From an optimization exercise on the open Yosys and OpenROAD flow, aimed at small area and a short achievable clock period; shortcuts taken in it are not production practice. In this exercise RTL edits were held to simulation tests only and were not proved equivalent to the original. No activity file was given, so power comes from the tool's default toggle rates.

==> run P <==
Design router, start of the top module:
module router (
        input  wire logic        clk,
        input  wire logic        reset_i,
        input  wire logic [7:0]  location_i,             
        input  wire logic [79:0] flit_i,                 
        input  wire logic [4:0]  valid_i,
        output logic      [4:0]  credit_o,
        output logic      [79:0] flit_o,                 
        output logic      [4:0]  valid_o,
        input  wire logic [4:0]  credit_i
);
clock: 8.0 ns
lec_check: 0
abc_area: 1
cap_margin: 20
core_margin: 2
core_utilization: 55
cts_buf_list: sky130_fd_sc_hd__clkbuf_8
cts_cluster_diameter: 50
cts_cluster_size: 16
place_density: 0.75
setup_slack_margin: 3.0
slew_margin: 20
standard.sh (not shown) runs the stock make flow with config.mk's settings and CLKGATE_MAP_FILE= SYNTH_SCRIPT=/design/flow/synth_recipe.tcl, a recipe that flattens the netlist after the stock synthesis.
==> flow/flow/run.sh <==
#!/bin/bash
# Standard layout, with these changes to how it is made:
# - the smallest buffer on every port instead of the flow's default pick;
# - global routing steered off the lowest layers (fastroute.tcl);
# - no half-adder cells, so the compare logic goes through abc as plain gates;
# - no dummy loads in the clock tree (same clustering as config.mk asks for).
set -euo pipefail
here=$(cd "$(dirname "${BASH_SOURCE[0]}")" && pwd)
export BUFFER_PORTS_ARGS="-buffer_cell sky130_fd_sc_hd__buf_1"
export FASTROUTE_TCL="$here/fastroute.tcl"
export CTS_ARGS="-sink_clustering_enable -repair_clock_nets -sink_clustering_size 16 -sink_clustering_max_diameter 50 -buf_list sky130_fd_sc_hd__clkbuf_8 -dont_use_dummy_load"

# The platform's don't-use list, plus the half adders.
dont_use="sky130_fd_sc_hd__probe_p_8 sky130_fd_sc_hd__probec_p_8 sky130_fd_sc_hd__lpflow_bleeder_1"
for n in 1 16 2 4 8; do
  dont_use+=" sky130_fd_sc_hd__lpflow_clkbufkapwr_$n sky130_fd_sc_hd__lpflow_clkinvkapwr_$n"
done
for n in 12 3 4 6 8; do dont_use+=" sky130_fd_sc_hd__lpflow_decapkapwr_$n"; done
dont_use+=" sky130_fd_sc_hd__lpflow_inputiso0n_1 sky130_fd_sc_hd__lpflow_inputiso0p_1"
dont_use+=" sky130_fd_sc_hd__lpflow_inputiso1n_1 sky130_fd_sc_hd__lpflow_inputiso1p_1"
dont_use+=" sky130_fd_sc_hd__lpflow_inputisolatch_1"
for n in 1 16 2 4 8; do dont_use+=" sky130_fd_sc_hd__lpflow_isobufsrc_$n"; done
dont_use+=" sky130_fd_sc_hd__lpflow_isobufsrckapwr_16"
for n in 1 2 4; do dont_use+=" sky130_fd_sc_hd__lpflow_lsbuf_lh_hl_isowell_tap_$n"; done
dont_use+=" sky130_fd_sc_hd__lpflow_lsbuf_lh_isowell_4"
for n in 1 2 4; do dont_use+=" sky130_fd_sc_hd__lpflow_lsbuf_lh_isowell_tap_$n"; done
dont_use+=" sky130_fd_sc_hd__ha_1 sky130_fd_sc_hd__ha_2 sky130_fd_sc_hd__ha_4"

cp -r "$FLOW_HOME/scripts" scripts_abc
cp "$here/abc_area.script" scripts_abc/abc_area.script
export SCRIPTS_DIR="$PWD/scripts_abc"

sed -e "s|\"\${@:-finish}\"|DONT_USE_CELLS='$dont_use' \"\${@:-finish}\"|" standard.sh > standard_noha.sh
bash standard_noha.sh > standard_flow.log 2>&1
==> flow/flow/abc_area.script <==
strash
dch
map -B 0.9
topo
stime -c
upsize -c
dnsize -c
==> flow/flow/fastroute.tcl <==
# Global routing resources: keep more of met1 and met2 free for pin access
# and push longer routes up to met3 and met4.
set_global_routing_layer_adjustment met1 0.45
set_global_routing_layer_adjustment met2 0.35
set_global_routing_layer_adjustment met3-met5 0.15

set_routing_layers -clock met3-met5
set_routing_layers -signal met1-met5
==> run A: changes against run P <==
--- a/flow/design.v
+++ b/flow/design.v
@@ -45,15 +45,15 @@
                 head_dest_o = '0;
                 prev_o      = '0;
                 for (int k = 0; k < 4; k++) begin
                         head_dest_o = head_dest_o | ({8{rd_oh[k]}} & mem[k][15:8]);
                         prev_o      = prev_o | ({16{rd_oh[(k + 1) % 4]}} & mem[k]);
                 end
         end
-        assign last = rd_oh[(wr_ptr - 2'd1) % 4];
+        assign last = rd_oh[(wr_ptr - 2'd1) % 4] ;
         always_ff @(posedge clk) begin
                 if (push_i)
                         mem[wr_ptr] <= flit_i;
         end
         always_ff @(posedge clk) begin
                 if (reset_i) begin
                         rd_oh      <= 4'b0001;
@@ -121,14 +121,15 @@
 `timescale 1ns/10ps
 `default_nettype none
 module switch_alloc (
         input  wire logic         clk,
         input  wire logic         reset_i,
         input  wire logic [24:0]  req_i,                 
         input  noc_pkg::port_vec_t nonempty_i,
+        input  wire logic [39:0]  dest_i,                
         input  wire logic [19:0]  cmp_i,                 
         input  noc_pkg::port_vec_t credit_avail_i,
         output logic      [24:0]  grant_o,               
         output noc_pkg::port_vec_t pop_o,
         output logic      [24:0]  last_o                 
 );
         logic [24:0] masks;                              
@@ -155,22 +156,24 @@
                                           grant[4] | grant[1] | grant[0],
                                           grant[4] | grant[0],
                                           grant[4]};
                 end
         end
         pop_logic u_pop (
                 .nonempty_i     (nonempty_i),
+                .dest_i         (dest_i),
                 .cmp_i          (cmp_i),
                 .masks_i        (masks),
                 .credit_avail_i (credit_avail_i),
                 .pop_o          (pop_o)
         );
 endmodule
 module pop_logic (
         input  noc_pkg::port_vec_t nonempty_i,
+        input  wire logic [39:0]  dest_i,
         input  wire logic [19:0]  cmp_i,
         input  wire logic [24:0]  masks_i,
         input  noc_pkg::port_vec_t credit_avail_i,
         output noc_pkg::port_vec_t pop_o
 );
         always_comb begin
                 for (int i = 0; i < 5; i++) begin
@@ -183,28 +186,31 @@
                         ps = credit_avail_i[noc_pkg::SOUTH] & yl;
                         pe = credit_avail_i[noc_pkg::EAST]  & xg;
                         pw = credit_avail_i[noc_pkg::WEST]  & xl;
                         pl = credit_avail_i[noc_pkg::LOCAL] & ys;
                         for (int j = 0; j < 5; j++) begin
                                 if (j != i) begin
                                         logic       jxl, jxs, jxg, jyl, jys, jyg;
+                                        logic       eqx, eqy;
                                         logic [4:0] ahead;       
                                         {jxl, jxs, jyl, jys} = cmp_i[4*j +: 4];
                                         jxg = ~jxl & ~jxs;
                                         jyg = ~jyl & ~jys;
+                                        eqx = jxs;
+                                        eqy = jys;
                                         for (int o = 0; o < 5; o++) begin
                                                 ahead[o] = nonempty_i[j] &
                                                            ((j < i) ? (masks_i[5*o + j] | ~masks_i[5*o + i])
                                                                     : (masks_i[5*o + j] & ~masks_i[5*o + i]));
                                         end
-                                        pn = pn & ~(ahead[noc_pkg::NORTH] & jxs & jyg);
-                                        ps = ps & ~(ahead[noc_pkg::SOUTH] & jxs & jyl);
+                                        pn = pn & ~(ahead[noc_pkg::NORTH] & eqx & jyg);
+                                        ps = ps & ~(ahead[noc_pkg::SOUTH] & eqx & jyl);
                                         pe = pe & ~(ahead[noc_pkg::EAST]  & jxg);
                                         pw = pw & ~(ahead[noc_pkg::WEST]  & jxl);
-                                        pl = pl & ~(ahead[noc_pkg::LOCAL] & jxs & jys);
+                                        pl = pl & ~(ahead[noc_pkg::LOCAL] & eqx & eqy);
                                 end
                         end
                         pop_o[i] = nonempty_i[i] & (pe | pw | (xs & (pn | ps | pl)));
                 end
         end
 endmodule
 `default_nettype wire
@@ -250,14 +256,15 @@
         output logic      [79:0] flit_o,                 
         output logic      [4:0]  valid_o,
         input  wire logic [4:0]  credit_i
 );
         localparam int FIFO_DEPTH = 4;
         logic [79:0] prev;                       
         logic [24:0] req;                        
+        logic [39:0] dest;                       
         logic [19:0] cmp;                        
         noc_pkg::port_vec_t   nonempty;
         noc_pkg::port_vec_t   credit_avail;
         logic [24:0] grant;
         logic [24:0] last;
         noc_pkg::port_vec_t   send;
         noc_pkg::port_vec_t   pop;
@@ -279,14 +286,15 @@
                 );
                 route_compute u_route (
                         .dest_i     (dest_p),
                         .location_i (location_i),
                         .req_o      (req_p),
                         .cmp_o      (cmp[4*p +: 4])
                 );
+                assign dest[8*p +: 8] = dest_p;
                 assign nonempty[p]    = nonempty_p;
                 assign req[5*p +: 5]    = nonempty_p ? req_p : 5'b0;
         end
         credit_counter #(
                 .FIFO_DEPTH (FIFO_DEPTH)
         ) u_credit (
                 .clk            (clk),
@@ -296,14 +304,15 @@
                 .credit_avail_o (credit_avail)
         );
         switch_alloc u_alloc (
                 .clk            (clk),
                 .reset_i        (reset_i),
                 .req_i          (req),
                 .nonempty_i     (nonempty),
+                .dest_i         (dest),
                 .cmp_i          (cmp),
                 .credit_avail_i (credit_avail),
                 .grant_o        (grant),
                 .last_o         (last),
                 .pop_o          (pop)
         );
         for (genvar o = 0; o < noc_pkg::NUM_PORTS; o++) begin : g_send
==> flow/flow/run.sh (replaced) <==
#!/bin/bash
# Standard layout, with the smallest buffer on every port instead of the
# flow's default pick, and global routing steered off the lowest layers.
set -euo pipefail
here=$(cd "$(dirname "${BASH_SOURCE[0]}")" && pwd)
export BUFFER_PORTS_ARGS="-buffer_cell sky130_fd_sc_hd__buf_1"
export FASTROUTE_TCL="$here/fastroute.tcl"
bash standard.sh > standard_flow.log 2>&1
- ABC_AREA: 1 -> unset
removed: flow/flow/abc_area.script
==> notes.md <==
- Synthesized cell count: run P is larger than run A (about 34%).
- Between run P and run A, the lower combinational power is in run A (gap 12%, measured against run A).
- Between run P and run A, the lower routed wire length is in run A (gap about 6%, measured against run A).
- In sequential cell count, run P and run A do not differ.
- Between run A and run P, the lower maximum frequency is in run A (gap 8.4%, measured against run P).
- Of run P and run A, run P has the higher worst hold slack (gap 0.00069 ns).
- Clock skew: run P is higher than run A (0.048 ns).
- Run A finished clean. Run P ran to the end with no violations.
- Between run A and run P, the lower area after synthesis is in run A (gap about 1.5%, measured against run P).
==> figures <==
Hold Path End: run P u_credit.g_out[2].used[2]$_SDFFE_PP0P_; run A g_port[1].u_fifo.rd_oh[0]$_SDFFE_PP1P_
Depth of the worst register-to-register path: run P 17; run A 19
Ant diodes: run P 5; run A 0
Initial core utilization: run P 56.0%; run A 55.5%
Vias in the first global route: run P 18.6k; run A 16.1k
Clk_skew: run P 0.0915 ns; run A 0.0434 ns
Global routing usage on met2: run P 69.2%; run A 66.4%
Outcome: run P complete, no violations; run A complete, no violations
Reported clock group power: run P 1030 µW; run A 1280 µW
End of the critical path: run P credit_o[1]; run A credit_o[2]
Post-route clock period utilization: run P 61.3%; run A 67.0%
Sw Share: run P 45.5%; run A 42.2%
Sequential cell area share: run P 48.8%; run A 48.7%
Fraction of synthesized area in multiplexers: run P 0%; run A 1.64%
Fraction of synthesized cell area in xor and xnor cells: run P 0.0877%; run A 0.445%
Leading cell type in the layout, fill and taps excluded: run P nand2_1; run A edfxtp_1
Resized cells post-CTS: run P 72; run A 130

## re-timing with driven ports
The results above use ideal ports. As a check the final layouts listed here were re-extracted and re-timed, cells and wires unchanged. Step 1 assumes that a clkbuf_16 drives the clock port and a buf_2 every other input. Step 2 moves the port delays by t, midway between the first and last clock arrival at a register: inputs arrive t later, outputs are due t later. That takes back most of the time a late clock gives input paths. Slacks: ideal ports / drivers / drivers and shift; pairs: ideal ports / drivers.
run	t (ns)	setup slack, ns	worst slew at a driven data input, ns	cell pins on the clock port's net
run P	0.645	3.092 / 2.994 / 2.994	0.09	1
run A	0.687	2.642 / 2.585 / 2.512	0.06	1
After both steps every run listed still meets setup and hold. For run A, which loses most, drivers alone change the setup slack by -0.057 ns; drivers and shift together by -0.130 ns.
